What follows belongs to an exercise in optimizing a design on an open flow for small area, a short achievable clock period and few clock cycles per item; a production flow would make more cautious choices.
Function was checked by simulation only, so behaviour that the tests miss may differ from the original.
No activity file was given, so power comes from the tool's default toggle rates.

--- flow/design.v ---
`default_nettype none
package cpu_pkg;
    localparam int data_w      = 16;    
    localparam int reg_idx_w   = 4;     
    localparam int imm_w       = 5;     
    localparam int data_addr_w = 8;
    localparam int pc_w        = 8;
    localparam logic [2:0] op_add_sub  = 3'd0;
    localparam logic [2:0] op_slt_mult = 3'd1;
    localparam logic [2:0] op_load     = 3'd2;
    localparam logic [2:0] op_store    = 3'd3;
    localparam logic [2:0] op_beq      = 3'd4;
    localparam logic [2:0] op_jump     = 3'd5;
endpackage
`default_nettype wire
`timescale 1ns/10ps
`default_nettype none
import cpu_pkg::*;
module pc_unit (
    input  wire                clk,
    input  wire                rst_n,
    input  wire                redirect,      
    input  wire [pc_w-1:0]     redirect_pc,
    input  wire                hold,          
    input  wire                jump,          
    input  wire [pc_w-1:0]     jump_pc,
    output logic [pc_w-1:0]    pc
);
    always_ff @(posedge clk or negedge rst_n) begin
        if (!rst_n)
            pc <= '0;
        else if (redirect)
            pc <= redirect_pc;
        else if (jump)
            pc <= jump_pc;
        else if (!hold)
            pc <= pc + pc_w'(1);
    end
endmodule
`default_nettype wire
`timescale 1ns/10ps
`default_nettype none
import cpu_pkg::*;
module reg_file (
    input  wire                        clk,
    input  wire                        rst_n,
    input  wire [reg_idx_w-1:0]        rs_idx,
    input  wire [reg_idx_w-1:0]        rt_idx,
    input  wire                        we,
    input  wire [reg_idx_w-1:0]        wr_idx,
    input  wire [data_w-1:0]           wr_data,
    output logic [data_w-1:0]          rs_data,
    output logic [data_w-1:0]          rt_data
);
    logic [data_w-1:0] regs [16];
    logic [15:0]       written;
    always_ff @(posedge clk or negedge rst_n) begin
        if (!rst_n)
            written <= '0;
        else if (we)
            written[wr_idx] <= 1'b1;
    end
    always_ff @(posedge clk) begin
        if (we)
            regs[wr_idx] <= wr_data;
    end
    always_comb begin
        rs_data = '0;
        rt_data = '0;
        for (int r = 0; r < 16; r++) begin
            rs_data = rs_data | (regs[r] & {data_w{(rs_idx == r[3:0]) && written[r]}});
            rt_data = rt_data | (regs[r] & {data_w{(rt_idx == r[3:0]) && written[r]}});
        end
    end
endmodule
`default_nettype wire
`timescale 1ns/10ps
`default_nettype none
import cpu_pkg::*;
module exec_unit (
    input  wire                clk,
    input  wire [data_w-1:0]   a,
    input  wire [data_w-1:0]   b,
    input  wire                sub,       
    input  wire                slt,
    output logic [data_w-1:0]  alu_out,
    output logic               eq,
    output logic [data_w-1:0]  product    
);
    logic [data_w-1:0] sum;
    logic              lt;
    logic [data_w-1:0] ms;
    logic [data_w-1:0] mc;
    logic [data_w-1:0] ms_q;
    logic [data_w-1:0] mc_q;
    pfx_add #(.W(data_w)) u_alu_add (
        .a   (a),
        .b   (b ^ {data_w{sub}}),
        .cin (sub),
        .sum (sum)
    );
    assign lt      = (a[15] ^ b[15]) ? a[15] : sum[15];
    assign alu_out = slt ? {15'b0, lt} : sum;
    assign eq      = (a == b);
    mul_csa u_mul_csa (
        .a (a),
        .b (b),
        .s (ms),
        .c (mc)
    );
    always_ff @(posedge clk) begin
        ms_q <= ms;
        mc_q <= mc;
    end
    pfx_add #(.W(data_w)) u_mul_add (
        .a   (ms_q),
        .b   (mc_q),
        .cin (1'b0),
        .sum (product)
    );
endmodule
module mul_csa (
    input  wire [15:0] a,
    input  wire [15:0] b,
    output wire [15:0] s,
    output wire [15:0] c
);
    wire one0 = b[0] ^ 1'b0;
    wire two0 = (b[1] & ~b[0] & ~1'b0) | (~b[1] & b[0] & 1'b0);
    wire neg0 = b[1];
    wire p0_0 = (one0 & a[0]) ^ neg0;
    wire p0_1 = ((one0 & a[1]) | (two0 & a[0])) ^ neg0;
    wire p0_2 = ((one0 & a[2]) | (two0 & a[1])) ^ neg0;
    wire p0_3 = ((one0 & a[3]) | (two0 & a[2])) ^ neg0;
    wire p0_4 = ((one0 & a[4]) | (two0 & a[3])) ^ neg0;
    wire p0_5 = ((one0 & a[5]) | (two0 & a[4])) ^ neg0;
    wire p0_6 = ((one0 & a[6]) | (two0 & a[5])) ^ neg0;
    wire p0_7 = ((one0 & a[7]) | (two0 & a[6])) ^ neg0;
    wire p0_8 = ((one0 & a[8]) | (two0 & a[7])) ^ neg0;
    wire p0_9 = ((one0 & a[9]) | (two0 & a[8])) ^ neg0;
    wire p0_10 = ((one0 & a[10]) | (two0 & a[9])) ^ neg0;
    wire p0_11 = ((one0 & a[11]) | (two0 & a[10])) ^ neg0;
    wire p0_12 = ((one0 & a[12]) | (two0 & a[11])) ^ neg0;
    wire p0_13 = ((one0 & a[13]) | (two0 & a[12])) ^ neg0;
    wire p0_14 = ((one0 & a[14]) | (two0 & a[13])) ^ neg0;
    wire p0_15 = ((one0 & a[15]) | (two0 & a[14])) ^ neg0;
    wire one1 = b[2] ^ b[1];
    wire two1 = (b[3] & ~b[2] & ~b[1]) | (~b[3] & b[2] & b[1]);
    wire neg1 = b[3];
    wire p1_0 = (one1 & a[0]) ^ neg1;
    wire p1_1 = ((one1 & a[1]) | (two1 & a[0])) ^ neg1;
    wire p1_2 = ((one1 & a[2]) | (two1 & a[1])) ^ neg1;
    wire p1_3 = ((one1 & a[3]) | (two1 & a[2])) ^ neg1;
    wire p1_4 = ((one1 & a[4]) | (two1 & a[3])) ^ neg1;
    wire p1_5 = ((one1 & a[5]) | (two1 & a[4])) ^ neg1;
    wire p1_6 = ((one1 & a[6]) | (two1 & a[5])) ^ neg1;
    wire p1_7 = ((one1 & a[7]) | (two1 & a[6])) ^ neg1;
    wire p1_8 = ((one1 & a[8]) | (two1 & a[7])) ^ neg1;
    wire p1_9 = ((one1 & a[9]) | (two1 & a[8])) ^ neg1;
    wire p1_10 = ((one1 & a[10]) | (two1 & a[9])) ^ neg1;
    wire p1_11 = ((one1 & a[11]) | (two1 & a[10])) ^ neg1;
    wire p1_12 = ((one1 & a[12]) | (two1 & a[11])) ^ neg1;
    wire p1_13 = ((one1 & a[13]) | (two1 & a[12])) ^ neg1;
    wire one2 = b[4] ^ b[3];
    wire two2 = (b[5] & ~b[4] & ~b[3]) | (~b[5] & b[4] & b[3]);
    wire neg2 = b[5];
    wire p2_0 = (one2 & a[0]) ^ neg2;
    wire p2_1 = ((one2 & a[1]) | (two2 & a[0])) ^ neg2;
    wire p2_2 = ((one2 & a[2]) | (two2 & a[1])) ^ neg2;
    wire p2_3 = ((one2 & a[3]) | (two2 & a[2])) ^ neg2;
    wire p2_4 = ((one2 & a[4]) | (two2 & a[3])) ^ neg2;
    wire p2_5 = ((one2 & a[5]) | (two2 & a[4])) ^ neg2;
    wire p2_6 = ((one2 & a[6]) | (two2 & a[5])) ^ neg2;
    wire p2_7 = ((one2 & a[7]) | (two2 & a[6])) ^ neg2;
    wire p2_8 = ((one2 & a[8]) | (two2 & a[7])) ^ neg2;
    wire p2_9 = ((one2 & a[9]) | (two2 & a[8])) ^ neg2;
    wire p2_10 = ((one2 & a[10]) | (two2 & a[9])) ^ neg2;
    wire p2_11 = ((one2 & a[11]) | (two2 & a[10])) ^ neg2;
    wire one3 = b[6] ^ b[5];
    wire two3 = (b[7] & ~b[6] & ~b[5]) | (~b[7] & b[6] & b[5]);
    wire neg3 = b[7];
    wire p3_0 = (one3 & a[0]) ^ neg3;
    wire p3_1 = ((one3 & a[1]) | (two3 & a[0])) ^ neg3;
    wire p3_2 = ((one3 & a[2]) | (two3 & a[1])) ^ neg3;
    wire p3_3 = ((one3 & a[3]) | (two3 & a[2])) ^ neg3;
    wire p3_4 = ((one3 & a[4]) | (two3 & a[3])) ^ neg3;
    wire p3_5 = ((one3 & a[5]) | (two3 & a[4])) ^ neg3;
    wire p3_6 = ((one3 & a[6]) | (two3 & a[5])) ^ neg3;
    wire p3_7 = ((one3 & a[7]) | (two3 & a[6])) ^ neg3;
    wire p3_8 = ((one3 & a[8]) | (two3 & a[7])) ^ neg3;
    wire p3_9 = ((one3 & a[9]) | (two3 & a[8])) ^ neg3;
    wire one4 = b[8] ^ b[7];
    wire two4 = (b[9] & ~b[8] & ~b[7]) | (~b[9] & b[8] & b[7]);
    wire neg4 = b[9];
    wire p4_0 = (one4 & a[0]) ^ neg4;
    wire p4_1 = ((one4 & a[1]) | (two4 & a[0])) ^ neg4;
    wire p4_2 = ((one4 & a[2]) | (two4 & a[1])) ^ neg4;
    wire p4_3 = ((one4 & a[3]) | (two4 & a[2])) ^ neg4;
    wire p4_4 = ((one4 & a[4]) | (two4 & a[3])) ^ neg4;
    wire p4_5 = ((one4 & a[5]) | (two4 & a[4])) ^ neg4;
    wire p4_6 = ((one4 & a[6]) | (two4 & a[5])) ^ neg4;
    wire p4_7 = ((one4 & a[7]) | (two4 & a[6])) ^ neg4;
    wire one5 = b[10] ^ b[9];
    wire two5 = (b[11] & ~b[10] & ~b[9]) | (~b[11] & b[10] & b[9]);
    wire neg5 = b[11];
    wire p5_0 = (one5 & a[0]) ^ neg5;
    wire p5_1 = ((one5 & a[1]) | (two5 & a[0])) ^ neg5;
    wire p5_2 = ((one5 & a[2]) | (two5 & a[1])) ^ neg5;
    wire p5_3 = ((one5 & a[3]) | (two5 & a[2])) ^ neg5;
    wire p5_4 = ((one5 & a[4]) | (two5 & a[3])) ^ neg5;
    wire p5_5 = ((one5 & a[5]) | (two5 & a[4])) ^ neg5;
    wire one6 = b[12] ^ b[11];
    wire two6 = (b[13] & ~b[12] & ~b[11]) | (~b[13] & b[12] & b[11]);
    wire neg6 = b[13];
    wire p6_0 = (one6 & a[0]) ^ neg6;
    wire p6_1 = ((one6 & a[1]) | (two6 & a[0])) ^ neg6;
    wire p6_2 = ((one6 & a[2]) | (two6 & a[1])) ^ neg6;
    wire p6_3 = ((one6 & a[3]) | (two6 & a[2])) ^ neg6;
    wire one7 = b[14] ^ b[13];
    wire two7 = (b[15] & ~b[14] & ~b[13]) | (~b[15] & b[14] & b[13]);
    wire neg7 = b[15];
    wire p7_0 = (one7 & a[0]) ^ neg7;
    wire p7_1 = ((one7 & a[1]) | (two7 & a[0])) ^ neg7;
    wire s1 = p0_10 ^ p1_8;
    wire c2 = p0_10 & p1_8;
    wire s3 = p0_11 ^ p1_9;
    wire c4 = p0_11 & p1_9;
    wire s5 = p0_12 ^ p1_10 ^ p2_8;
    wire c6 = (p0_12 & p1_10) | (p0_12 & p2_8) | (p1_10 & p2_8);
    wire s7 = p3_6 ^ p4_4;
    wire c8 = p3_6 & p4_4;
    wire s9 = p0_13 ^ p1_11 ^ p2_9;
    wire c10 = (p0_13 & p1_11) | (p0_13 & p2_9) | (p1_11 & p2_9);
    wire s11 = p3_7 ^ p4_5;
    wire c12 = p3_7 & p4_5;
    wire s13 = p0_14 ^ p1_12 ^ p2_10;
    wire c14 = (p0_14 & p1_12) | (p0_14 & p2_10) | (p1_12 & p2_10);
    wire s15 = p3_8 ^ p4_6 ^ p5_4;
    wire c16 = (p3_8 & p4_6) | (p3_8 & p5_4) | (p4_6 & p5_4);
    wire s17 = p6_2 ^ p7_0;
    wire c18 = p6_2 & p7_0;
    wire s19 = p0_15 ^ p1_13 ^ p2_11;
    wire s21 = p3_9 ^ p4_7 ^ p5_5;
    wire s23 = p6_3 ^ p7_1;
    wire s25 = p0_6 ^ p1_4;
    wire c26 = p0_6 & p1_4;
    wire s27 = p0_7 ^ p1_5;
    wire c28 = p0_7 & p1_5;
    wire s29 = p0_8 ^ p1_6 ^ p2_4;
    wire c30 = (p0_8 & p1_6) | (p0_8 & p2_4) | (p1_6 & p2_4);
    wire s31 = p3_2 ^ p4_0;
    wire c32 = p3_2 & p4_0;
    wire s33 = p0_9 ^ p1_7 ^ p2_5;
    wire c34 = (p0_9 & p1_7) | (p0_9 & p2_5) | (p1_7 & p2_5);
    wire s35 = p3_3 ^ p4_1;
    wire c36 = p3_3 & p4_1;
    wire s37 = p2_6 ^ p3_4 ^ p4_2;
    wire c38 = (p2_6 & p3_4) | (p2_6 & p4_2) | (p3_4 & p4_2);
    wire s39 = p5_0 ^ neg5 ^ s1;
    wire c40 = (p5_0 & neg5) | (p5_0 & s1) | (neg5 & s1);
    wire s41 = p2_7 ^ p3_5 ^ p4_3;
    wire c42 = (p2_7 & p3_5) | (p2_7 & p4_3) | (p3_5 & p4_3);
    wire s43 = p5_1 ^ s3 ^ c2;
    wire c44 = (p5_1 & s3) | (p5_1 & c2) | (s3 & c2);
    wire s45 = p5_2 ^ p6_0 ^ neg6;
    wire c46 = (p5_2 & p6_0) | (p5_2 & neg6) | (p6_0 & neg6);
    wire s47 = s5 ^ s7 ^ c4;
    wire c48 = (s5 & s7) | (s5 & c4) | (s7 & c4);
    wire s49 = p5_3 ^ p6_1 ^ s9;
    wire c50 = (p5_3 & p6_1) | (p5_3 & s9) | (p6_1 & s9);
    wire s51 = s11 ^ c6 ^ c8;
    wire c52 = (s11 & c6) | (s11 & c8) | (c6 & c8);
    wire s53 = neg7 ^ s13 ^ s15;
    wire c54 = (neg7 & s13) | (neg7 & s15) | (s13 & s15);
    wire s55 = s17 ^ c10 ^ c12;
    wire c56 = (s17 & c10) | (s17 & c12) | (c10 & c12);
    wire s57 = s19 ^ s21 ^ s23;
    wire s59 = c14 ^ c16 ^ c18;
    wire s61 = p0_4 ^ p1_2;
    wire c62 = p0_4 & p1_2;
    wire s63 = p0_5 ^ p1_3;
    wire c64 = p0_5 & p1_3;
    wire s65 = p2_2 ^ p3_0 ^ neg3;
    wire c66 = (p2_2 & p3_0) | (p2_2 & neg3) | (p3_0 & neg3);
    wire s67 = p2_3 ^ p3_1 ^ s27;
    wire c68 = (p2_3 & p3_1) | (p2_3 & s27) | (p3_1 & s27);
    wire s69 = neg4 ^ s29 ^ s31;
    wire c70 = (neg4 & s29) | (neg4 & s31) | (s29 & s31);
    wire s71 = s33 ^ s35 ^ c30;
    wire c72 = (s33 & s35) | (s33 & c30) | (s35 & c30);
    wire s73 = s37 ^ s39 ^ c34;
    wire c74 = (s37 & s39) | (s37 & c34) | (s39 & c34);
    wire s75 = s41 ^ s43 ^ c38;
    wire c76 = (s41 & s43) | (s41 & c38) | (s43 & c38);
    wire s77 = s45 ^ s47 ^ c42;
    wire c78 = (s45 & s47) | (s45 & c42) | (s47 & c42);
    wire s79 = s49 ^ s51 ^ c46;
    wire c80 = (s49 & s51) | (s49 & c46) | (s51 & c46);
    wire s81 = s53 ^ s55 ^ c50;
    wire c82 = (s53 & s55) | (s53 & c50) | (s55 & c50);
    wire s83 = s57 ^ s59 ^ c54;
    wire s85 = p0_2 ^ p1_0;
    wire c86 = p0_2 & p1_0;
    wire s87 = p0_3 ^ p1_1;
    wire c88 = p0_3 & p1_1;
    wire s89 = p2_0 ^ neg2 ^ s61;
    wire c90 = (p2_0 & neg2) | (p2_0 & s61) | (neg2 & s61);
    wire s91 = p2_1 ^ s63 ^ c62;
    wire c92 = (p2_1 & s63) | (p2_1 & c62) | (s63 & c62);
    wire s93 = s25 ^ s65 ^ c64;
    wire c94 = (s25 & s65) | (s25 & c64) | (s65 & c64);
    wire s95 = c26 ^ s67 ^ c66;
    wire c96 = (c26 & s67) | (c26 & c66) | (s67 & c66);
    wire s97 = c28 ^ s69 ^ c68;
    wire c98 = (c28 & s69) | (c28 & c68) | (s69 & c68);
    wire s99 = c32 ^ s71 ^ c70;
    wire c100 = (c32 & s71) | (c32 & c70) | (s71 & c70);
    wire s101 = c36 ^ s73 ^ c72;
    wire c102 = (c36 & s73) | (c36 & c72) | (s73 & c72);
    wire s103 = c40 ^ s75 ^ c74;
    wire c104 = (c40 & s75) | (c40 & c74) | (s75 & c74);
    wire s105 = c44 ^ s77 ^ c76;
    wire c106 = (c44 & s77) | (c44 & c76) | (s77 & c76);
    wire s107 = c48 ^ s79 ^ c78;
    wire c108 = (c48 & s79) | (c48 & c78) | (s79 & c78);
    wire s109 = c52 ^ s81 ^ c80;
    wire c110 = (c52 & s81) | (c52 & c80) | (s81 & c80);
    wire s111 = c56 ^ s83 ^ c82;
    assign s[0] = p0_0;
    assign c[0] = neg0;
    assign s[1] = p0_1;
    assign c[1] = 1'b0;
    assign s[2] = neg1;
    assign c[2] = s85;
    assign s[3] = s87;
    assign c[3] = c86;
    assign s[4] = s89;
    assign c[4] = c88;
    assign s[5] = s91;
    assign c[5] = c90;
    assign s[6] = s93;
    assign c[6] = c92;
    assign s[7] = s95;
    assign c[7] = c94;
    assign s[8] = s97;
    assign c[8] = c96;
    assign s[9] = s99;
    assign c[9] = c98;
    assign s[10] = s101;
    assign c[10] = c100;
    assign s[11] = s103;
    assign c[11] = c102;
    assign s[12] = s105;
    assign c[12] = c104;
    assign s[13] = s107;
    assign c[13] = c106;
    assign s[14] = s109;
    assign c[14] = c108;
    assign s[15] = s111;
    assign c[15] = c110;
endmodule
module pfx_add #(
    parameter int W = 16
) (
    input  wire [W-1:0]  a,
    input  wire [W-1:0]  b,
    input  wire          cin,
    output wire [W-1:0]  sum
);
    localparam int L = (W <= 8) ? 3 : 4;    
    wire [(L+1)*W-1:0] g;
    wire [(L+1)*W-1:0] p;
    assign g[0] = (a[0] & b[0]) | (cin & (a[0] ^ b[0]));
    assign p[0] = a[0] ^ b[0];
    assign g[W-1:1] = a[W-1:1] & b[W-1:1];
    assign p[W-1:1] = a[W-1:1] ^ b[W-1:1];
    genvar l, i;
    generate
        for (l = 0; l < L; l++) begin : g_lvl
            for (i = 0; i < W; i++) begin : g_bit
                if ((i >> l) & 1) begin : g_op
                    localparam int j = ((i >> l) << l) - 1;
                    assign g[(l+1)*W + i] = g[l*W + i] | (p[l*W + i] & g[l*W + j]);
                    assign p[(l+1)*W + i] = p[l*W + i] & p[l*W + j];
                end else begin : g_pass
                    assign g[(l+1)*W + i] = g[l*W + i];
                    assign p[(l+1)*W + i] = p[l*W + i];
                end
            end
        end
    endgenerate
    assign sum = a ^ b ^ {g[L*W +: W-1], cin};
endmodule
`default_nettype wire
`timescale 1ns/10ps
`default_nettype none
import cpu_pkg::*;
module cpu_control (
    input  wire [data_w-1:0]     w,
    output logic                 reads_rs,
    output logic                 reads_rt,
    output logic                 writes,
    output logic [reg_idx_w-1:0] wr_idx,
    output logic                 is_alu,     
    output logic                 is_sub,     
    output logic                 is_slt,
    output logic                 is_mult,
    output logic                 is_load,
    output logic                 is_store,
    output logic                 is_beq
);
    logic [2:0] opc;
    assign opc = w[15:13];
    assign is_load  = (opc == op_load);
    assign is_store = (opc == op_store);
    assign is_beq   = (opc == op_beq);
    assign is_mult  = (opc == op_slt_mult) && w[0];
    assign is_slt   = (opc == op_slt_mult) && !w[0];
    assign is_alu   = (opc == op_add_sub) || is_slt;
    assign is_sub   = ((opc == op_add_sub) && w[0]) || is_slt;
    assign reads_rs = (opc <= op_beq);
    assign reads_rt = (opc <= op_beq) && (opc != op_load);
    assign writes   = (opc <= op_load);
    assign wr_idx   = is_load ? w[8:5] : w[4:1];
endmodule
`default_nettype wire
`timescale 1ns/10ps
`default_nettype none
import cpu_pkg::*;
module cpu_top #(
    parameter int inst_addr_w = 8
) (
    input  wire                     clk,
    input  wire                     rst_n,
    input  wire [data_w-1:0]        inst_rdata,
    input  wire [data_w-1:0]        data_rdata,
    output logic [inst_addr_w-1:0]  inst_addr,
    output logic [data_addr_w-1:0]  data_addr,
    output logic [data_w-1:0]       data_wdata,
    output logic                    data_we,
    output logic                    io_stall
);
    logic              i_valid;
    logic              d_valid;
    logic              d_stall;      
    logic [pc_w-1:0]   d_btgt;
    logic [data_w-1:0] ir;
    logic              e_valid;
    logic [data_w-1:0] e_a;
    logic [data_w-1:0] e_b;
    logic [pc_w-1:0]   e_addr;
    logic [pc_w-1:0]   e_btgt;
    logic              e_writes;
    logic [3:0]        e_wd;
    logic              e_alu;
    logic              e_sub;
    logic              e_slt;
    logic              e_load;
    logic              e_mult;
    logic              e_beq;
    logic              w_we;
    logic [3:0]        w_rd;
    logic              w_load;
    logic              w_mult;
    logic [data_w-1:0] w_res;
    logic              stall_q;
    logic              we_q;
    logic              redirect;
    logic              hz_i;
    logic              jump_i;
    logic              beq_self_i;
    logic [pc_w-1:0]   jump_pc_i;
    logic [pc_w-1:0]   btgt_i;       
    logic [2:0]        opc_i;
    logic              i_reads_rs;
    logic              i_reads_rt;
    logic              d_late;
    assign opc_i      = inst_rdata[15:13];
    assign beq_self_i = (opc_i == op_beq) && (inst_rdata[12:9] == inst_rdata[8:5]);
    assign jump_i     = i_valid && ((opc_i == op_jump) || beq_self_i);
    assign btgt_i     = inst_addr + {{3{inst_rdata[4]}}, inst_rdata[4:0]};
    assign jump_pc_i  = beq_self_i ? btgt_i : inst_rdata[7:0];
    assign i_reads_rs = (opc_i <= op_store) || ((opc_i == op_beq) && !beq_self_i);
    assign i_reads_rt = (opc_i != op_load) && i_reads_rs;
    assign hz_i = i_valid && d_late && !redirect &&
                  ((i_reads_rs && (inst_rdata[12:9] == ir_wd)) ||
                   (i_reads_rt && (inst_rdata[8:5] == ir_wd)));
    logic [3:0] ir_wd;
    pc_unit u_pc_unit (
        .clk         (clk),
        .rst_n       (rst_n),
        .redirect    (redirect),
        .redirect_pc (e_btgt),
        .hold        (hz_i),
        .jump        (jump_i && !redirect),
        .jump_pc     (jump_pc_i),
        .pc          (inst_addr)
    );
    always_ff @(posedge clk or negedge rst_n) begin
        if (!rst_n)
            i_valid <= 1'b0;
        else
            i_valid <= !(redirect || hz_i || jump_i);
    end
    always_ff @(posedge clk or negedge rst_n) begin
        if (!rst_n) begin
            d_valid <= 1'b0;
            d_stall <= 1'b0;
        end else begin
            if (!d_stall)
                d_valid <= i_valid && !redirect;
            d_stall <= hz_i;
        end
    end
    always_ff @(posedge clk) begin
        if (!d_stall) begin
            ir   <= inst_rdata;
            d_btgt <= btgt_i;
        end
    end
    logic                 d_reads_rs;
    logic                 d_reads_rt;
    logic                 d_writes;
    logic [3:0]           d_wd;
    logic                 d_alu;
    logic                 d_sub;
    logic                 d_slt;
    logic                 d_mult;
    logic                 d_load;
    logic                 d_store;
    logic                 d_beq;
    logic [3:0]           d_rs;
    logic [3:0]           d_rt;
    logic [data_w-1:0]    rf_a;
    logic [data_w-1:0]    rf_b;
    logic [data_w-1:0]    d_a;
    logic [data_w-1:0]    d_b;
    logic [data_w-1:0]    alu_out;
    logic [data_w-1:0]    product;
    logic [data_w-1:0]    w_data;
    logic                 e_eq;
    logic                 e_fwd;      
    logic                 hit_ea;
    logic                 hit_eb;
    logic                 hit_wa;
    logic                 hit_wb;
    logic                 d_go;       
    assign d_rs  = ir[12:9];
    assign d_rt  = ir[8:5];
    assign ir_wd = d_wd;
    cpu_control u_cpu_control (
        .w        (ir),
        .reads_rs (d_reads_rs),
        .reads_rt (d_reads_rt),
        .writes   (d_writes),
        .wr_idx   (d_wd),
        .is_alu   (d_alu),
        .is_sub   (d_sub),
        .is_slt   (d_slt),
        .is_mult  (d_mult),
        .is_load  (d_load),
        .is_store (d_store),
        .is_beq   (d_beq)
    );
    assign d_late = d_valid && !d_stall && (d_load || d_mult);
    reg_file u_reg_file (
        .clk     (clk),
        .rst_n   (rst_n),
        .rs_idx  (d_rs),
        .rt_idx  (d_rt),
        .we      (w_we),
        .wr_idx  (w_rd),
        .wr_data (w_data),
        .rs_data (rf_a),
        .rt_data (rf_b)
    );
    assign e_fwd  = e_valid && e_writes && e_alu;
    assign hit_ea = e_fwd && (e_wd == d_rs);
    assign hit_eb = e_fwd && (e_wd == d_rt);
    assign hit_wa = w_we && (w_rd == d_rs);
    assign hit_wb = w_we && (w_rd == d_rt);
    assign d_a = hit_ea ? alu_out : hit_wa ? w_data : rf_a;
    assign d_b = hit_eb ? alu_out : hit_wb ? w_data : rf_b;
    assign redirect = e_valid && e_beq && e_eq;
    logic [7:0] imm8;
    logic [7:0] imm8_p1;
    logic [7:0] bx8;
    logic [7:0] cs_s;
    logic [7:0] cs_c;
    logic [7:0] addr_sum;
    logic [7:0] addr_e;
    logic [7:0] addr_d;
    logic       e_lt;
    assign imm8    = {{3{ir[4]}}, ir[4:0]};
    assign imm8_p1 = imm8 + 8'd1;
    assign bx8     = e_b[7:0] ^ {8{e_sub}};
    assign cs_s    = e_a[7:0] ^ bx8 ^ imm8;
    assign cs_c    = (e_a[7:0] & bx8) | (e_a[7:0] & imm8) | (bx8 & imm8);
    assign e_lt    = alu_out[0];
    pfx_add #(.W(8)) u_addr_e_add (
        .a   (cs_s),
        .b   ({cs_c[6:0], 1'b0}),
        .cin (e_sub),
        .sum (addr_sum)
    );
    assign addr_e = e_slt ? (e_lt ? imm8_p1 : imm8) : addr_sum;
    pfx_add #(.W(8)) u_addr_d_add (
        .a   (hit_wa ? w_data[7:0] : rf_a[7:0]),
        .b   (imm8),
        .cin (1'b0),
        .sum (addr_d)
    );
    assign d_go     = d_valid && !d_stall && !redirect;
    always_ff @(posedge clk or negedge rst_n) begin
        if (!rst_n)
            e_valid <= 1'b0;
        else
            e_valid <= d_go;
    end
    always_ff @(posedge clk) begin
        e_a      <= d_a;
        e_b      <= d_b;
        e_addr   <= hit_ea ? addr_e : addr_d;
        e_btgt   <= d_btgt;
        e_writes <= d_writes;
        e_wd     <= d_wd;
        e_alu    <= d_alu;
        e_sub    <= d_sub;
        e_slt    <= d_slt;
        e_load   <= d_load;
        e_mult   <= d_mult;
        e_beq    <= d_beq && (d_rs != d_rt);
    end
    exec_unit u_exec_unit (
        .clk     (clk),
        .a       (e_a),
        .b       (e_b),
        .sub     (e_sub),
        .slt     (e_slt),
        .alu_out (alu_out),
        .eq      (e_eq),
        .product (product)
    );
    always_ff @(posedge clk or negedge rst_n) begin
        if (!rst_n) begin
            stall_q <= 1'b1;
            we_q    <= 1'b0;
        end else begin
            stall_q <= !d_go;
            we_q    <= d_go && d_store;
        end
    end
    assign io_stall   = stall_q;
    assign data_we    = we_q;
    assign data_addr  = e_addr;
    assign data_wdata = e_b;
    always_ff @(posedge clk or negedge rst_n) begin
        if (!rst_n)
            w_we <= 1'b0;
        else
            w_we <= e_valid && e_writes;
    end
    always_ff @(posedge clk) begin
        w_rd   <= e_wd;
        w_load <= e_load;
        w_mult <= e_mult;
        w_res  <= alu_out;
    end
    assign w_data = w_load ? data_rdata : w_mult ? product : w_res;
endmodule
`default_nettype wire
--- flow/flow/run.sh ---
#!/bin/bash
# Standard layout with two changes:
# - timing repair aims below the clock period: the repair steps treat any
#   path with less than SETUP_SLACK_MARGIN ns of slack as failing, so they
#   keep improving the worst path past the 10 ns constraint (TNS_END_PERCENT
#   0: only the worst path, which sets the achieved period);
# - the port buffers are plain buf_2 cells rather than the delay cell that
#   buffer_ports picks by default.
cp standard.sh standard.sh.txt
cp config.mk config.mk.txt
export SETUP_SLACK_MARGIN=7
export TNS_END_PERCENT=0
export BUFFER_PORTS_ARGS="-buffer_cell sky130_fd_sc_hd__buf_2"
bash standard.sh > standard.log 2>&1
--- flow/standard.sh ---
#!/bin/bash
# synth_recipe.tcl (not shown) runs the flow's synth.tcl, then flattens the netlist and writes it again
# the make line also repeats each setting of config.mk as NAME=value (left out here)
make -C /OpenROAD-flow-scripts/flow DESIGN_CONFIG=/design/flow/config.mk WORK_HOME=/design/flow/orfs CLKGATE_MAP_FILE= SYNTH_SCRIPT=/design/flow/synth_recipe.tcl "${@:-finish}"
--- flow/config.mk ---
export PLATFORM = sky130hd
export DESIGN_NAME = cpu_top
export DESIGN_NICKNAME = cpu_top
export VERILOG_FILES = /design/flow/design.v
export SDC_FILE = /design/flow/constraint.sdc
export NUM_CORES = 4
export LEC_CHECK = 0
export CAP_MARGIN = 20
export CORE_MARGIN = 2
export CORE_UTILIZATION = 60
export SLEW_MARGIN = 20
--- flow/constraint.sdc ---
create_clock -name core_clock -period 10.0 [get_ports {clk}]
set_input_delay 2.0000 -clock core_clock [delete_from_list [all_inputs] [get_ports {clk}]]
set_output_delay 2.0000 -clock core_clock [all_outputs]
set_load 0.01 [all_outputs]
==> impl_metrics.toml, run 1 <==
[outcome]
status = "no timing/DRC/antenna violations"

[sta]
hold_viol_final = 0
rsz0062_at_grt = "yes"
setup_ws_ps = 6420
finalSetupTns_ps = 0
finalCritPeriodShare = 0.358
skew_ps = 30.7
relSlewSlack = 0.218
setup_violations = 0
slew_viol_final = 0
fmax_mhz = 279
layout_min_cycle_time_ps = 3580
worst_pin_slew_ps = 1170

[layout]
layout_commonest_cell = "edfxtp_1"
fin_util = 0.709
nFillCells = 2842
final_nets = 2545
syn2layout_area_growth_pct = 16.4
layout.cells.most_common_list = "edfxtp_1, a22oi_1, nand2_1"
diodes = 0
drive_gt1_frac = 0.172

[critical_path]
crit_family = "simple AND/OR/NAND/NOR gates"
r2r_start = "ir[9]"
r2r-end = "e_addr[7]"
crit_top_cell = "buf_4"
rr_worst_depth = 16
arrival_ps = 4090
worstPathRequired_ps = 10510
slowest_stage = "nor4_2"
start_kind = "flip-flop"
critPathCaptureType = "flip-flop"
path_cells = "buf_4 -> nor2_2 -> and3_4 -> buf_12 -> buf_4 -> buf_4 -> a22oi_1 -> nand2_1 -> nor4_2 -> mux2i_2 -> buf_4 -> ha_1 -> a21o_1 -> a21oi_2 -> xnor3_1 -> mux2i_1"
cp.buffers_inverters = 5
criticalPathCategory = "flip-flop to flip-flop"
cp_max_fo = 6
critical_path.max_stage_delay_ps = 610
startpoint = "ir[9]"
rrSetupSlack_ps = 6420

[logic_synthesis]
yosys.area.top_type = "edfxtp_1"
yosysSeqAreaShare = 0.485
ys_async_sr_fraction = 0.0733
synth-edff-count = 280
avgSynthCellArea_um2 = 10.3
synthesis.nets = 2456
synth_top_area_share = 0.357
netlist_instances = 2300
yosysWarnings = 4
netlist_area_um2 = 23600
synthFlopType = "edfxtp_1"
synth-seq-cells = 423
synth_area_leaders = "edfxtp_1, dfxtp_1, a22oi_1"
synth_cell_types = 68

[detailed_routing]
dr.pass1.iters = 7
wl_um = 78900
via_count = 19800
wl_per_cell_um = 26.8
viasPerCell = 6.72
drt_iter0_drc = 2804
postRouteAntennaNets = 0
drcViolationCount = 0

[cts]
clk_pin_slew_ps = 60
h-tree-depth = 2
clkLatencyLatePin_ps = 590
cts_sinks = 423
cts_tree = "yes"
cts_buffers = 45
clock_path_buffers = 3
root_buffer = "clkbuf_16"

[global_route]
grt_pass1_wl_um = 115000
first_global_vias = 18600
overflow = 0
grt_max_degree = 60
grtUsageTotal = 0.377
antenna_found_initial = 0

[hold_path]
min_to = "w_load"
min_from = "e_load"
hp-class = "flip-flop to flip-flop"
holdPathStages = 0

[run]
drv_cap = 0

[die]
fp.dieW_um = 202
num_rows = 72
initial_core_util = 0.609
die_h_um = 202
ioPinCount = 68
die_area_um2 = 40900
coreArea_um2 = 38700

[power]
pwr_density_cell_nw_per_um2 = 273
p_leak_nw = 11.2
ir_worst_vdd_mv = 0.162

[placed_design]
place_hpwl_um = 47800
dp_slack_ps = 5630
gp_congestion = 0.949
portBuffers = 67
Yosys cell counts, types with 4 or more instances:
| cell | n |
|---|---|
| a221oi_1 | 23 |
| fa_1 | 53 |
| inv_1 | 105 |
| nand2b_1 | 18 |
| xor2_1 | 74 |
| nor2b_1 | 18 |
| nand3_1 | 23 |
| o21ai_0 | 107 |
| nand3b_1 | 4 |
| nor3_1 | 23 |
| o221ai_1 | 4 |
| nand4_1 | 14 |
| nor4_1 | 33 |
| maj3_1 | 9 |
| and3_1 | 35 |
| dfrtp_1 | 30 |
| edfxtp_1 | 280 |
| a21oi_1 | 106 |
| ha_1 | 69 |
| a21o_1 | 32 |
| nand2_1 | 257 |
| mux2i_1 | 40 |
| or2_2 | 5 |
| o22ai_1 | 25 |
| nor2_1 | 146 |
| and2_1 | 10 |
| buf_1 | 21 |
| o31ai_1 | 6 |
| a211oi_1 | 15 |
| a22oi_1 | 262 |
| clkbuf_1 | 155 |
| o21a_1 | 9 |
| mux2_2 | 15 |
| a31oi_1 | 9 |
| dfxtp_1 | 112 |
| xnor2_1 | 64 |
| o211ai_1 | 27 |
| or3_1 | 5 |
| a22o_1 | 8 |
cell families after synthesis:
group | count (synthesis) | synth area share
xor gates and xnor gates | 139 | 0.0522
adders and majority gates | 131 | 0.0854
and+or+nand+nor | 604 | 0.117
AOI/OAI and AO/OA | 661 | 0.190
muxes | 55 | 0.0241
buffers and inverters | 287 | 0.0465
DFF | 423 | 0.485
metal layers:
layer	part of all wire	up-vias	wire length, um	global-route usage
met1	0.39	9436	30800	0.532
met4	0.046	0	3620	0.162
met5	0	-	0	0
met2	0.43	1442	34000	0.554
li1	-	8617	-	-
met3	0.13	274	10400	0.0992
area by class of cell:
cell class | count | area, um2 | share of cell area
clock buffer | 64 | 1220 | 0.0444
multi-input combinational | 1590 | 11500 | 0.420
clock inverter | 20 | 228 | 0.00830
timing repair buffer | 224 | 1960 | 0.0715
tap | 518 | 648 | 0.0236
sequential | 423 | 11500 | 0.418
inverter | 105 | 407 | 0.0148
sequential cells by signal (all words and copies together), names as in the netlist, 4 cells and up:
| name | flops |
|---|---|
| d_btgt | 8 |
| e_a | 16 |
| e_addr | 8 |
| e_b | 16 |
| e_btgt | 8 |
| e_wd | 4 |
| ir | 16 |
| u_exec_unit.mc_q | 15 |
| u_exec_unit.ms_q | 16 |
| u_pc_unit.pc | 8 |
| u_reg_file.regs | 256 |
| u_reg_file.written | 16 |
| w_rd | 4 |
| w_res | 16 |
what timing repair did:
item	in CTS	in global routing
buffers inserted	49	37
resized for setup	124	38
endpoints found under the setup margin	216	264
pin swaps	25	27
gates cloned	3	1
hold buffers	0	0
stage by stage:
| stage | hold WS, ps | power [mW] | cell area [um2] | std cells |
|---|---|---|---|---|
| 2_1_floorplan | 310 | 4.67 | 23700 | 2300 |
| 5_1_grt | 333 | 7.94 | 27400 | 2944 |
| 6_report | 324 | 7.49 | 27400 | 2944 |
| 3_5_place_dp | 314 | 5.56 | 24500 | 2770 |
| 4_1_cts | 327 | 7.36 | 26900 | 2906 |
| 3_3_place_gp | 314 | 5.46 | 24500 | 2770 |
report_power, final:
group	leakage (nW)	switching, mW	internal [mW]
combinational	6.60	1.93	1.33
clock	0.706	0.701	0.960
sequential	3.88	0.264	2.30
total	11.2	2.90	4.59
worst max-delay path by stage:
stage	cells past startpoint	slack, ps	end
2_1_floorplan	12	6200	e_addr[7]
3_3_place_gp	9	5760	u_pc_unit.pc[0]
3_5_place_dp	9	5630	u_pc_unit.pc[1]
4_1_cts	14	6430	e_addr[7]
5_1_grt	19	6300	e_addr[5]
6_report	16	6420	e_addr[7]
Testbench counts, summed over its fixed seeds: cycles 60,777, instrs 50,571.
==> inputs of run 2 (changes only) <==
--- a/flow/config.mk
+++ b/flow/config.mk
@@ -7,5 +7,5 @@
 export LEC_CHECK = 0
 export CAP_MARGIN = 20
 export CORE_MARGIN = 2
-export CORE_UTILIZATION = 60
+export CORE_UTILIZATION = 40
 export SLEW_MARGIN = 20
==> run 2 against run 1 <==
Effect of this change:
- count of clock-buffer cells in the layout is 7 lower
- sequential power barely moved
- hold slack better by 3.8 ps
- combinational power up 2%
- core utilization fell by 23 points
- highest routed layer is now met5
==> impl_metrics.toml, run 2 <==
[sta]
hold_viol_final = 0
layout_min_cycle_time_ps = 3620
worst_pin_slew_ps = 1340
relSlewSlack = 0.106
fmax_mhz = 276
finalCritPeriodShare = 0.362
setup_violations = 0
finalSetupTns_ps = 0
slew_viol_final = 0
skew_ps = 23.7
rsz0062_at_grt = "yes"
setup_ws_ps = 6380

[logic_synthesis]
avgSynthCellArea_um2 = 10.3
ys_async_sr_fraction = 0.0733
yosysSeqAreaShare = 0.485
yosys.area.top_type = "edfxtp_1"
yosysWarnings = 4
synth_area_leaders = "edfxtp_1, dfxtp_1, a22oi_1"
netlist_area_um2 = 23600
synth_top_area_share = 0.357
netlist_instances = 2300
yosysMostFrequentCell = "edfxtp_1"
synth_cell_types = 68
synthTopCellsByCount = "edfxtp_1, a22oi_1, nand2_1"
synthesis.nets = 2456
synth-seq-cells = 423
synthFlopType = "edfxtp_1"
synth-edff-count = 280

[critical_path]
cp_max_fo = 6
start_kind = "flip-flop"
critical_path.max_stage_delay_ps = 670
criticalPathCategory = "flip-flop to flip-flop"
slowest_stage = "nor4_1"
cp.buffers_inverters = 2
crit_family = "simple AND/OR/NAND/NOR gates"
worstPathRequired_ps = 10520
critPathCaptureType = "flip-flop"
crit_top_cell = "mux2i_1"
arrival_ps = 4140
path_cells = "and2_4 -> and3_1 -> buf_12 -> buf_4 -> a22oi_1 -> nand2_1 -> nor4_1 -> mux2i_1 -> ha_1 -> a21o_1 -> a21oi_2 -> xnor3_1 -> mux2i_1"

[cts]
clkLatencyLatePin_ps = 600
h-tree-depth = 2
cts_buffers = 46
cts_sinks = 423
root_buffer = "clkbuf_16"
clock_path_buffers = 3
clk_pin_slew_ps = 70
cts_tree = "yes"

[global_route]
grtUsageTotal = 0.264
antenna_found_initial = 3
grt_max_degree = 73
first_global_vias = 18700
overflow = 0
grt_pass1_wl_um = 120000

[die]
coreArea_um2 = 58000
num_rows = 88
ioPinCount = 68
initial_core_util = 0.406
die_h_um = 247
fp.dieW_um = 247
die_area_um2 = 60900

[placed_design]
gp_congestion = 0.913
dp_slack_ps = 5640
place_hpwl_um = 50300
portBuffers = 67

[detailed_routing]
wl_um = 82700
drt-met1-wl_um = 33900
postRouteAntennaNets = 0
met3_length_um = 10500
viasPerCell = 6.19
highest_layer = "met5"
wl_per_cell_um = 25.9
drt_iter0_drc = 3103
wl_met2_um = 34900
via_count = 19800
drcViolationCount = 0
dr.pass1.iters = 7

[power]
p_leak_nw = 11.2
total_power_mw = 7.60
p_sw_mw = 2.97
pwr_density_cell_nw_per_um2 = 273
ir_worst_vdd_mv = 0.168
clkPwrFrac = 0.228
seqPwrFrac = 0.334
power.share.switching = 0.391
p_comb_frac = 0.438
p_int_mw = 4.62

[layout]
final_nets = 2546
syn2layout_area_growth_pct = 18.0
nFillCells = 5235
layout_commonest_cell = "edfxtp_1"
regMostFlops = "u_reg_file.regs"
drive_gt1_frac = 0.174
largest_reg_flops = 256
layout.cells.most_common_list = "edfxtp_1, a22oi_1, nand2_1"

[outcome]
status = "no timing/DRC/antenna violations"

[hold_path]
hp-class = "flip-flop to flip-flop"

[run]
drv_cap = 0
run 2: cell counts after synthesis:
No cell type changed its count.
run 2: cells by family after synthesis:
family / after synthesis / synth area share
AO/OA/AOI/OAI: 661 / 0.190
AND/OR/NAND/NOR: 604 / 0.117
multiplexers: 55 / 0.0241
adder cells (fa/ha/maj): 131 / 0.0854
flip-flops: 423 / 0.485
buffers and inverters: 287 / 0.0465
XOR/XNOR: 139 / 0.0522
run 2: layer usage:
layer | up-vias | track usage
li1 | 8615 | -
met1 | 9519 | 0.373
met2 | 1370 | 0.390
met3 | 255 | 0.0657
met4 | 4 | 0.102
met5 | - | 0
run 2: worst reg2reg max path: stages (launching register included):
cell and delay (ps):
edfxtp_1 460, and2_4 220, and3_1 230, buf_12 160, buf_4 170, a22oi_1 200
nand2_1 70, nor4_1 670, mux2i_1 280, ha_1 380, a21o_1 220, a21oi_2 140
xnor3_1 240, mux2i_1 140
run 2: final timing paths:
path,cells after the start,end,slack (ps),start
max in group asynchronous,1,u_reg_file.written[2],8040,rst_n
worst min-delay path,0,w_load,330,e_load
worst max register to register,13,e_addr[7],6380,ir[10]
min in group asynchronous,1,u_pc_unit.pc[6],1470,rst_n
worst max-delay path,13,e_addr[7],6380,ir[10]
worst min register to register,0,w_load,330,e_load
run 2: cell type report:
class	instances	area, um2	share of cell area
inverter	105	410	0.0147
tap	765	957	0.0344
timing repair buffer	224	1940	0.0698
sequential	423	11500	0.412
clock inverter	29	307	0.0110
antenna	2	5.00	0.000180
multi-input combinational	1590	11500	0.415
clock buffer	57	1200	0.0432
run 2: timing repair:
item | in CTS | in global routing
cloned | 3 | 1
pin swaps | 29 | 20
gates resized for setup | 143 | 25
hold buffers | 0 | 0
setup buffers | 64 | 17
endpoints found under the setup margin | 208 | 194
run 2: power by group through the flow:
stage / clock network, mW / logic (mW) / registers (mW)
final: 1.73 / 3.33 / 2.54
after global routing: 1.81 / 3.67 / 2.56
after CTS: 1.74 / 3.25 / 2.53
after detailed placement: 0 / 3.07 / 2.56
after global placement: 0 / 3.00 / 2.55
after floorplan: 0 / 2.21 / 2.46
run 2: stage by stage:
step | utilization | cells | instance area (um2) | hold WS (ps)
2_1_floorplan | - | 2300 | 23700 | 310
3_3_place_gp | 0.428 | 3022 | 24800 | 310
3_5_place_dp | 0.428 | 3022 | 24800 | 315
4_1_cts | 0.475 | 3175 | 27500 | 329
5_1_grt | 0.479 | 3193 | 27800 | 333
6_report | 0.480 | 3195 | 27800 | 328
==> inputs of run 3 (changes only) <==
--- a/flow/config.mk
+++ b/flow/config.mk
@@ -8,4 +8,6 @@
 export CAP_MARGIN = 20
 export CORE_MARGIN = 2
 export CORE_UTILIZATION = 40
+export CTS_CLUSTER_DIAMETER = 100
+export CTS_CLUSTER_SIZE = 20
 export SLEW_MARGIN = 20
==> run 3 against run 2 <==
Effect of this change:
- combinational power about the same
- core utilization decreased by 1.1 points
- die area unchanged
- setup slack got worse by 94 ps
- design area decreased by 2.4%
- clock skew decreased by 8.9 ps
- maximum frequency decreased by 2.5%
- critical endpoint unchanged
- hold slack improved by 4.2 ps
- sequential share of layout area increased by 1.0 points
==> impl_metrics.toml, run 3 <==
[critical_path]
worstPathRequired_ps = 10510
slowest_stage = "nor4_1"
cp_max_fo = 10
crit_family = "simple AND/OR/NAND/NOR gates"
criticalPathCategory = "flip-flop to flip-flop"
path_cells = "and2_4 -> and3_4 -> buf_12 -> buf_4 -> buf_4 -> a22oi_1 -> nand2_1 -> nor4_1 -> mux2i_1 -> ha_1 -> a21o_1 -> a21oi_2 -> xnor3_1 -> mux2i_1"
rrSetupSlack_ps = 6290
start_kind = "flip-flop"
critical_path.max_stage_delay_ps = 680
critPathCaptureType = "flip-flop"
arrival_ps = 4220
cp.buffers_inverters = 3

[cts]
cts_buffers = 25
clock_path_buffers = 3
clk_pin_slew_ps = 90
h-tree-depth = 1
root_buffer = "clkbuf_16"
cts_tree = "yes"
clkLatencyLatePin_ps = 580
cts_sinks = 423

[sta]
slew_viol_final = 0
finalSetupTns_ps = 0
setup_violations = 0
hold_viol_final = 0
relSlewSlack = 0.0945
layout_min_cycle_time_ps = 3710
rsz0062_at_grt = "yes"
finalCritPeriodShare = 0.371
whs_ps = 332
worst_pin_slew_ps = 1360
fmax_mhz = 269
setup_ws_ps = 6290
skew_ps = 14.8

[global_route]
grtUsageTotal = 0.262
grt_max_degree = 54
overflow = 0
grt_pass1_wl_um = 119000
first_global_vias = 18500
antenna_found_initial = 1

[layout]
layout_commonest_cell = "edfxtp_1"
syn2layout_area_growth_pct = 15.2
regMostFlops = "u_reg_file.regs"
final_area_um2 = 27200
final_nets = 2528
drive_gt1_frac = 0.163
diodes = 0
largest_reg_flops = 256
fin_util = 0.468
layout.cells.most_common_list = "edfxtp_1, nand2_1, a22oi_1"

[outcome]
status = "no timing/DRC/antenna violations"

[logic_synthesis]
ys_async_sr_fraction = 0.0733
synth_cell_types = 68
synthFlopType = "edfxtp_1"
yosys.area.top_type = "edfxtp_1"
yosysWarnings = 4
netlist_area_um2 = 23600
yosysSeqAreaShare = 0.485
yosysMostFrequentCell = "edfxtp_1"
synthesis.nets = 2456
synth-seq-cells = 423
netlist_instances = 2300
synth-edff-count = 280
avgSynthCellArea_um2 = 10.3
synth_area_leaders = "edfxtp_1, dfxtp_1, a22oi_1"
synthTopCellsByCount = "edfxtp_1, a22oi_1, nand2_1"
synth_top_area_share = 0.357

[die]
die_area_um2 = 60900
fp.dieW_um = 247
num_rows = 88
coreArea_um2 = 58000
die_h_um = 247
ioPinCount = 68
initial_core_util = 0.406

[detailed_routing]
drt_iter0_drc = 3053
postRouteAntennaNets = 0
wl_um = 82400
viasPerCell = 6.24
via_count = 19700
dr.pass1.iters = 6
wl_per_cell_um = 26.1
drcViolationCount = 0

[placed_design]
place_hpwl_um = 50300
dpl-instance-area_um2 = 24800
portBuffers = 67
dp_slack_ps = 5640
gp_congestion = 0.913

[power]
pwr_density_cell_nw_per_um2 = 257
p_leak_nw = 10.9
ir_worst_vdd_mv = 0.168

[run]
drv_cap = 0

[hold_path]
hp-class = "flip-flop to flip-flop"
## run 3: cell counts after synthesis
Identical to the previous run, type by type.
## run 3: worst paths after layout
path                       startpoint                     to  cells after the start
hold / removal                 e_load                 w_load                      0
setup reg to reg               ir[12]              e_addr[7]                     14
hold reg to reg                e_load                 w_load                      0
min in group asynchronous       rst_n        u_pc_unit.pc[6]                      1
setup / recovery               ir[12]              e_addr[7]                     14
max in group asynchronous       rst_n  u_reg_file.written[0]                      1
## run 3: worst reg2reg max path, cell delays in order, from the launching register on
cell and delay (ps):
edfxtp_1 530, and2_4 220, and3_4 170, buf_12 140
buf_4 150, buf_4 150, a22oi_1 150, nand2_1 70
nor4_1 680, mux2i_1 290, ha_1 390, a21o_1 210
a21oi_2 130, xnor3_1 240, mux2i_1 140
## run 3: power breakdown
part	switching (mW)	internal [mW]
Clock	0.589	0.502
Sequential	0.240	2.30
Combinational	2.01	1.35
## run 3: repair_timing
| item | CTS | global route |
|---|---|---|
| gates resized for setup | 141 | 36 |
| buffers inserted | 60 | 21 |
| gates cloned | 5 | 2 |
| pin swaps | 27 | 21 |
| endpoints found under the setup margin | 221 | 195 |
| hold buffers | 0 | 0 |
## run 3: layer usage
layer,part of all wire,track usage,vias up,wire length [um]
met5,0.00021,0.00490,-,17
met2,0.43,0.386,1365,35200
met1,0.41,0.376,9533,33700
met4,0.038,0.0918,2,3120
met3,0.13,0.0599,220,10500
li1,-,-,8553,-
## run 3: cell families (layout without fill, tap and decap cells)
logic type               after synthesis  count (layout)  share of synthesized area
AO/OA/AOI/OAI                        661             661                      0.190
XOR/XNOR                             139             139                     0.0522
adder cells (fa/ha/maj)              131             131                     0.0854
buffers and inverters                287             377                     0.0465
flip-flops                           423             423                      0.485
multiplexers                          55              55                     0.0241
AND/OR/NAND/NOR                      604             604                      0.117
## run 3: per-stage QoR
step           total power, mW  std cells
2_1_floorplan             4.67       2300
3_3_place_gp              5.55       3022
3_5_place_dp              5.63       3022
4_1_cts                   6.91       3132
5_1_grt                   7.43       3155
6_report                  6.99       3155
## run 3: layout make-up
| type | instances | area (um2) |
|---|---|---|
| Clock buffer | 43 | 693 |
| Clock inverter | 2 | 46.3 |
| Fill cell | 5309 | 30900 |
| Inverter | 105 | 413 |
| Multi-Input combinational cell | 1590 | 11600 |
| Sequential cell | 423 | 11500 |
| Tap cell | 765 | 957 |
| Timing Repair Buffer | 227 | 2050 |
==> inputs of run 4 (changes only) <==
--- a/flow/config.mk
+++ b/flow/config.mk
@@ -7,7 +7,7 @@
 export LEC_CHECK = 0
 export CAP_MARGIN = 20
 export CORE_MARGIN = 2
-export CORE_UTILIZATION = 40
+export CORE_UTILIZATION = 60
 export CTS_CLUSTER_DIAMETER = 100
 export CTS_CLUSTER_SIZE = 20
 export SLEW_MARGIN = 20
==> run 4 against run 3 <==
Effect of this change:
- setup slack better by 130 ps
- flip-flop and latch count did not move
- maximum frequency up 3.7%
- still clean on timing, DRC and antenna
- global-route usage grew 11 points
- non-clock buffer count down 7
- core utilization grew 22 points
==> impl_metrics.toml, run 4 <==
[die]
ioPinCount = 68
fp.dieW_um = 202
die_h_um = 202
die_area_um2 = 40900
num_rows = 72
coreArea_um2 = 38700
initial_core_util = 0.609

[sta]
layout_min_cycle_time_ps = 3580
skew_ps = 16.4
setup_violations = 0
slew_viol_final = 0
rsz0062_at_grt = "yes"
relSlewSlack = 0.221
fmax_mhz = 280
worst_pin_slew_ps = 1170
hold_viol_final = 0
finalCritPeriodShare = 0.358
finalSetupTns_ps = 0

[logic_synthesis]
netlist_instances = 2300
synthTopCellsByCount = "edfxtp_1, a22oi_1, nand2_1"
yosysSeqAreaShare = 0.485
yosys.area.top_type = "edfxtp_1"
yosysWarnings = 4
synth_cell_types = 68
synth_area_leaders = "edfxtp_1, dfxtp_1, a22oi_1"
synthFlopType = "edfxtp_1"
netlist_area_um2 = 23600
ys_async_sr_fraction = 0.0733
synth-edff-count = 280
yosysMostFrequentCell = "edfxtp_1"
synthesis.nets = 2456
synth_top_area_share = 0.357
avgSynthCellArea_um2 = 10.3
synth-seq-cells = 423

[cts]
clock_path_buffers = 3
root_buffer = "clkbuf_16"
h-tree-depth = 1
clkLatencyLatePin_ps = 580
clk_pin_slew_ps = 90
cts_sinks = 423
cts_buffers = 25
cts-hold-fix-buffers = 0
cts_tree = "yes"

[detailed_routing]
wl_um = 78500
drcViolationCount = 0
viasPerCell = 6.76
drt_iter0_drc = 2741
wl_per_cell_um = 27.1
dr.pass1.iters = 7
via_count = 19600
postRouteAntennaNets = 0

[critical_path]
start_kind = "flip-flop"
arrival_ps = 4100
r2r-end = "e_addr[7]"
critical_path.max_stage_delay_ps = 530
path_cells = "and2_4 -> and3_4 -> buf_12 -> buf_4 -> a22oi_1 -> nand2_1 -> nor4_4 -> mux2i_2 -> ha_1 -> a21o_1 -> a21o_1 -> a21o_1 -> a21oi_2 -> xnor3_1 -> mux2i_1"
criticalPathCategory = "flip-flop to flip-flop"
cp_max_fo = 5
crit_family = "compound AO/OA/AOI/OAI gates"
r2r_start = "ir[9]"
rrSetupSlack_ps = 6420
crit_top_cell = "a21o_1"
worstPathRequired_ps = 10520
rr_worst_depth = 15
slowest_stage = "edfxtp_1"
critPathCaptureType = "flip-flop"
cp.buffers_inverters = 2

[global_route]
grt_pass1_wl_um = 115000
grtUsageTotal = 0.376
overflow = 0
first_global_vias = 18500
antenna_found_initial = 0
grt_max_degree = 54

[layout]
largest_reg_flops = 256
layout.cells.most_common_list = "edfxtp_1, a22oi_1, nand2_1"
final_nets = 2521
diodes = 0
syn2layout_area_growth_pct = 13.3
layout_commonest_cell = "edfxtp_1"
drive_gt1_frac = 0.164
final_area_um2 = 26700
nFillCells = 2929
regMostFlops = "u_reg_file.regs"

[power]
pwr_density_cell_nw_per_um2 = 258
ir_worst_vdd_mv = 0.195
p_leak_nw = 10.8

[hold_path]
min_from = "e_load"
min_to = "w_load"
holdPathStages = 0
hp-class = "flip-flop to flip-flop"

[placed_design]
dpl-instance-area_um2 = 24500
portBuffers = 67
gp_congestion = 0.949
place_hpwl_um = 47800

[run]
drv_cap = 0

[outcome]
status = "no timing/DRC/antenna violations"
-- run 4: kinds of logic after synthesis --
kind of cell    after synthesis  share of synthesized area
mux                          55                     0.0241
buf+inv                     287                     0.0465
simple gates                604                      0.117
xor+xnor                    139                     0.0522
flops                       423                      0.485
fa+ha+maj                   131                     0.0854
compound gates              661                      0.190
-- run 4: metrics by stage --
step           cells  total power [mW]  setup WS [ps]  hold slack (ps)   util
2_1_floorplan   2300              4.67           6200              310      -
3_3_place_gp    2770              5.46           5760              314  0.632
3_5_place_dp    2770              5.56           5630              314  0.632
4_1_cts         2882              6.77           6450              334  0.682
5_1_grt         2902              7.35           6310              340  0.690
6_report        2902              6.90           6420              332  0.690
-- run 4: repair_timing --
action	4_1_cts	5_1_grt
setup buffers	62	20
pin swaps	31	20
gates cloned	4	0
setup endpoints to repair	201	263
gates resized for setup	135	37
-- run 4: power by group --
part           switching [mW]  internal (mW)
sequential              0.259           2.30
combinational            1.94           1.34
clock                   0.584          0.478
-- run 4: worst register-to-register path: cells and delay by family, from the launching register on --
family | cells | cell delay (ps)
flops | 1 | 530
compound gates | 5 | 960
simple gates | 4 | 920
xor+xnor | 1 | 220
fa+ha+maj | 1 | 350
mux | 2 | 270
buf+inv | 2 | 290
-- run 4: final cells by class --
cell class,instances,area (um2),area share
well taps,518,648,0.0243
clock inverters,3,33.8,0.00126
multi-input cells,1590,11600,0.433
clock buffers,43,693,0.0259
repair buffers,220,1890,0.0706
flip-flops and latches,423,11500,0.429
inverters,105,410,0.0154
-- run 4: routing by layer --
layer | part of all wire | vias to the layer above | global-route usage
met3 | 0.14 | 262 | 0.0988
met5 | 0 | - | 0
met1 | 0.39 | 9429 | 0.535
met4 | 0.042 | 0 | 0.135
met2 | 0.43 | 1401 | 0.560
li1 | - | 8540 | -
-- run 4: worst max-delay path by stage --
stage              startpoint                    to  slack [ps]  depth (start not counted)
2_1_floorplan   data_rdata[2]             e_addr[7]        6200                         12
3_3_place_gp   inst_rdata[12]       u_pc_unit.pc[0]        5760                          9
3_5_place_dp   inst_rdata[12]       u_pc_unit.pc[1]        5630                          9
4_1_cts         data_rdata[2]             e_addr[7]        6450                         13
5_1_grt                e_b[7]  u_exec_unit.ms_q[15]        6310                         14
6_report                ir[9]             e_addr[7]        6420                         15
==> inputs of run 5 (changes only) <==
--- a/flow/config.mk
+++ b/flow/config.mk
@@ -9,5 +9,5 @@
 export CORE_MARGIN = 2
 export CORE_UTILIZATION = 60
 export CTS_CLUSTER_DIAMETER = 100
-export CTS_CLUSTER_SIZE = 20
+export CTS_CLUSTER_SIZE = 24
 export SLEW_MARGIN = 20
==> run 5 against run 4 <==
Effect of this change:
- clock power is 4% lower
- total power fell by 0.47%
- largest power group unchanged
- global-route usage decreased by 0.065 points
- largest cell class unchanged
- non-clock buffer count shrank 1
- design area about the same
- area after synthesis did not move
- hold slack better by 3.5 ps
- still clean
- sequential share of layout area about the same
- synthesized cell count is the same
- critical path depth up 1
==> impl_metrics.toml, run 5 <==
[layout]
drive_gt1_frac = 0.165
syn2layout_area_growth_pct = 13.2
layoutNonFillerInstCount = 2895
fin_util = 0.689
final_nets = 2517
regMostFlops = "u_reg_file.regs"
largest_reg_flops = 256
layout.cells.most_common_list = "edfxtp_1, nand2_1, a22oi_1"
layout_commonest_cell = "edfxtp_1"
final_area_um2 = 26700
diodes = 0

[cts]
root_buffer = "clkbuf_16"
clkLatencyLatePin_ps = 590
cts-hold-fix-buffers = 0
cts_sinks = 423
clk_pin_slew_ps = 100
cts_tree = "yes"
h-tree-depth = 1
cts_buffers = 22
clock_path_buffers = 3

[critical_path]
path_cells = "and2_4 -> and3_4 -> buf_12 -> buf_4 -> a22oi_2 -> nand2_2 -> nor4_4 -> a21oi_4 -> ha_1 -> a21o_1 -> a21o_1 -> a21o_1 -> a21o_1 -> a21oi_2 -> xnor3_1 -> mux2i_1"
cp_max_fo = 5
criticalPathCategory = "flip-flop to flip-flop"
start_kind = "flip-flop"
critical_path.max_stage_delay_ps = 530
crit_top_cell = "a21o_1"
arrival_ps = 4120
worstPathRequired_ps = 10530
slowest_stage = "edfxtp_1"
critPathCaptureType = "flip-flop"

[sta]
setup_ws_ps = 6400
worst_pin_slew_ps = 1130
whs_ps = 335
layout_min_cycle_time_ps = 3600
rsz0062_at_grt = "yes"
hold_viol_final = 0
fmax_mhz = 278
finalSetupTns_ps = 0
skew_ps = 41.6
setup_violations = 0
slew_viol_final = 0
finalCritPeriodShare = 0.360
relSlewSlack = 0.244

[die]
fp.dieW_um = 202
num_rows = 72
die_area_um2 = 40900
die_h_um = 202
initial_core_util = 0.609
ioPinCount = 68
coreArea_um2 = 38700

[power]
p_comb_frac = 0.478
p_sw_mw = 2.79
seqPwrFrac = 0.373
power.share.switching = 0.406
pwr_density_cell_nw_per_um2 = 257
p_int_mw = 4.08
p_leak_nw = 10.8
total_power_mw = 6.87
ir_worst_vdd_mv = 0.190
clkPwrFrac = 0.149

[logic_synthesis]
synth_mux_area_frac = 0.0241
synth-seq-cells = 423
synth-edff-count = 280
synthFlopType = "edfxtp_1"
synth-xor-area-share = 0.0522
yosysSeqAreaShare = 0.485
synth_cell_types = 68
synthTopCellsByCount = "edfxtp_1, a22oi_1, nand2_1"
synth-simple-area-share = 0.117
yosysWarnings = 4
netlist_instances = 2300
synth_top_area_share = 0.357
synth_fa_ha_area_frac = 0.0854
synth_compound_area_frac = 0.190
yosys.area.top_type = "edfxtp_1"
synth_top_family_by_area = "compound AO/OA/AOI/OAI gates"
ys_async_sr_fraction = 0.0733
avgSynthCellArea_um2 = 10.3
netlist_area_um2 = 23600
synth_area_leaders = "edfxtp_1, dfxtp_1, a22oi_1"
yosysMostFrequentCell = "edfxtp_1"
synthesis.nets = 2456

[global_route]
grt_pass1_wl_um = 115000
first_global_vias = 18500
grtUsageTotal = 0.376
overflow = 0
grt_max_degree = 54
antenna_found_initial = 0

[detailed_routing]
via_count = 19600
drt_iter0_drc = 2805
drcViolationCount = 0
dr.pass1.iters = 7
wl_um = 79000
viasPerCell = 6.78
wl_per_cell_um = 27.3
postRouteAntennaNets = 0

[outcome]
status = "no timing/DRC/antenna violations"

[placed_design]
dp_slack_ps = 5630
place_hpwl_um = 47800
dpl-instance-area_um2 = 24500
gp_congestion = 0.949
placedCellCount = 2770
portBuffers = 67

[run]
drv_cap = 0

[hold_path]
hp-class = "flip-flop to flip-flop"
[run 5: power groups by stage]
stage | sequential (mW) | combinational, mW | clock [mW]
after floorplan | 2.46 | 2.21 | 0
after global routing | 2.59 | 3.63 | 1.09
final | 2.56 | 3.28 | 1.02
after CTS | 2.55 | 3.17 | 1.03
after global placement | 2.56 | 2.90 | 0
after detailed placement | 2.57 | 2.99 | 0
[run 5: layout make-up]
cell class	count	area (um2)
fillers	2946	12000
flip-flops and latches	423	11500
clock inverters	3	48.8
repair buffers	219	1900
multi-input cells	1590	11600
well taps	518	648
clock buffers	37	628
inverters	105	404
[run 5: worst paths after layout]
path	from	end	slack, ps	cells after the start
worst max-delay path	ir[9]	e_addr[7]	6400	16
worst min-delay path	e_load	w_load	340	0
worst max register to register	ir[9]	e_addr[7]	6400	16
worst min register to register	e_load	w_load	340	0
max in group asynchronous	rst_n	u_reg_file.written[3]	8000	1
min in group asynchronous	rst_n	u_pc_unit.pc[2]	1470	1
[run 5: metal layers]
metal	GRT usage	up-vias	wire, um
li1	-	8531	-
met1	0.534	9342	30700
met2	0.560	1441	33700
met3	0.0951	302	10800
met4	0.139	0	3800
met5	0	-	0
[run 5: worst max-delay path: cells and delay by family, from the launching register on]
family                   cells  cell delay, ps
AO/OA/AOI/OAI                7            1200
AND/OR/NAND/NOR              4             900
flip-flops                   1             530
buffers and inverters        2             290
adder cells (fa/ha/maj)      1             290
XOR/XNOR                     1             220
multiplexers                 1             120
[run 5: cells by family (layout without fill, tap and decap cells)]
family          Yosys count  in the layout
buf+inv                 287            364
fa+ha+maj               131            131
compound gates          661            661
simple gates            604            604
mux                      55             55
xor+xnor                139            139
flops                   423            423
[run 5: repair_timing]
| action | in CTS | in global routing |
|---|---|---|
| endpoints found under the setup margin | 201 | 264 |
| resized for setup | 141 | 36 |
| pin swaps | 37 | 23 |
| hold endpoints to repair | 0 | 0 |
| gates cloned | 4 | 2 |
| buffers inserted | 66 | 13 |

[port drivers added, routing unchanged]
In the flow no input, the clock included, has a driving cell. The finished layouts below were timed again as built, in two steps. Step 1, drivers: a clkbuf_16 drives clk and a buf_2 each remaining input, both assumed. Step 2 adds t to the input delays and takes it off the output delays; t is the mean of the earliest and latest rising clock arrival at the registers after step 1. Input paths then give back, and output paths get back, about the clock's delay inside the block. a / b / c = no drivers / after step 1 / after step 2; a / b = the first two.
run | t (ns) | setup slack, ns | latest minus earliest clock arrival (ns)
run 1 | 0.635 | 6.420 / 6.419 / 5.819 | 0.030 / 0.030
run 2 | 0.647 | 6.383 / 6.383 / 5.855 | 0.024 / 0.024
run 3 | 0.627 | 6.289 / 6.289 / 5.822 | 0.015 / 0.015
run 4 | 0.637 | 6.423 / 6.423 / 5.844 | 0.018 / 0.018
run 5 | 0.635 | 6.403 / 6.403 / 5.854 | 0.042 / 0.041
After both steps every run listed still meets setup and hold. For run 1, which loses most, drivers alone change the setup slack by -0.001 ns; drivers and shift together by -0.601 ns.
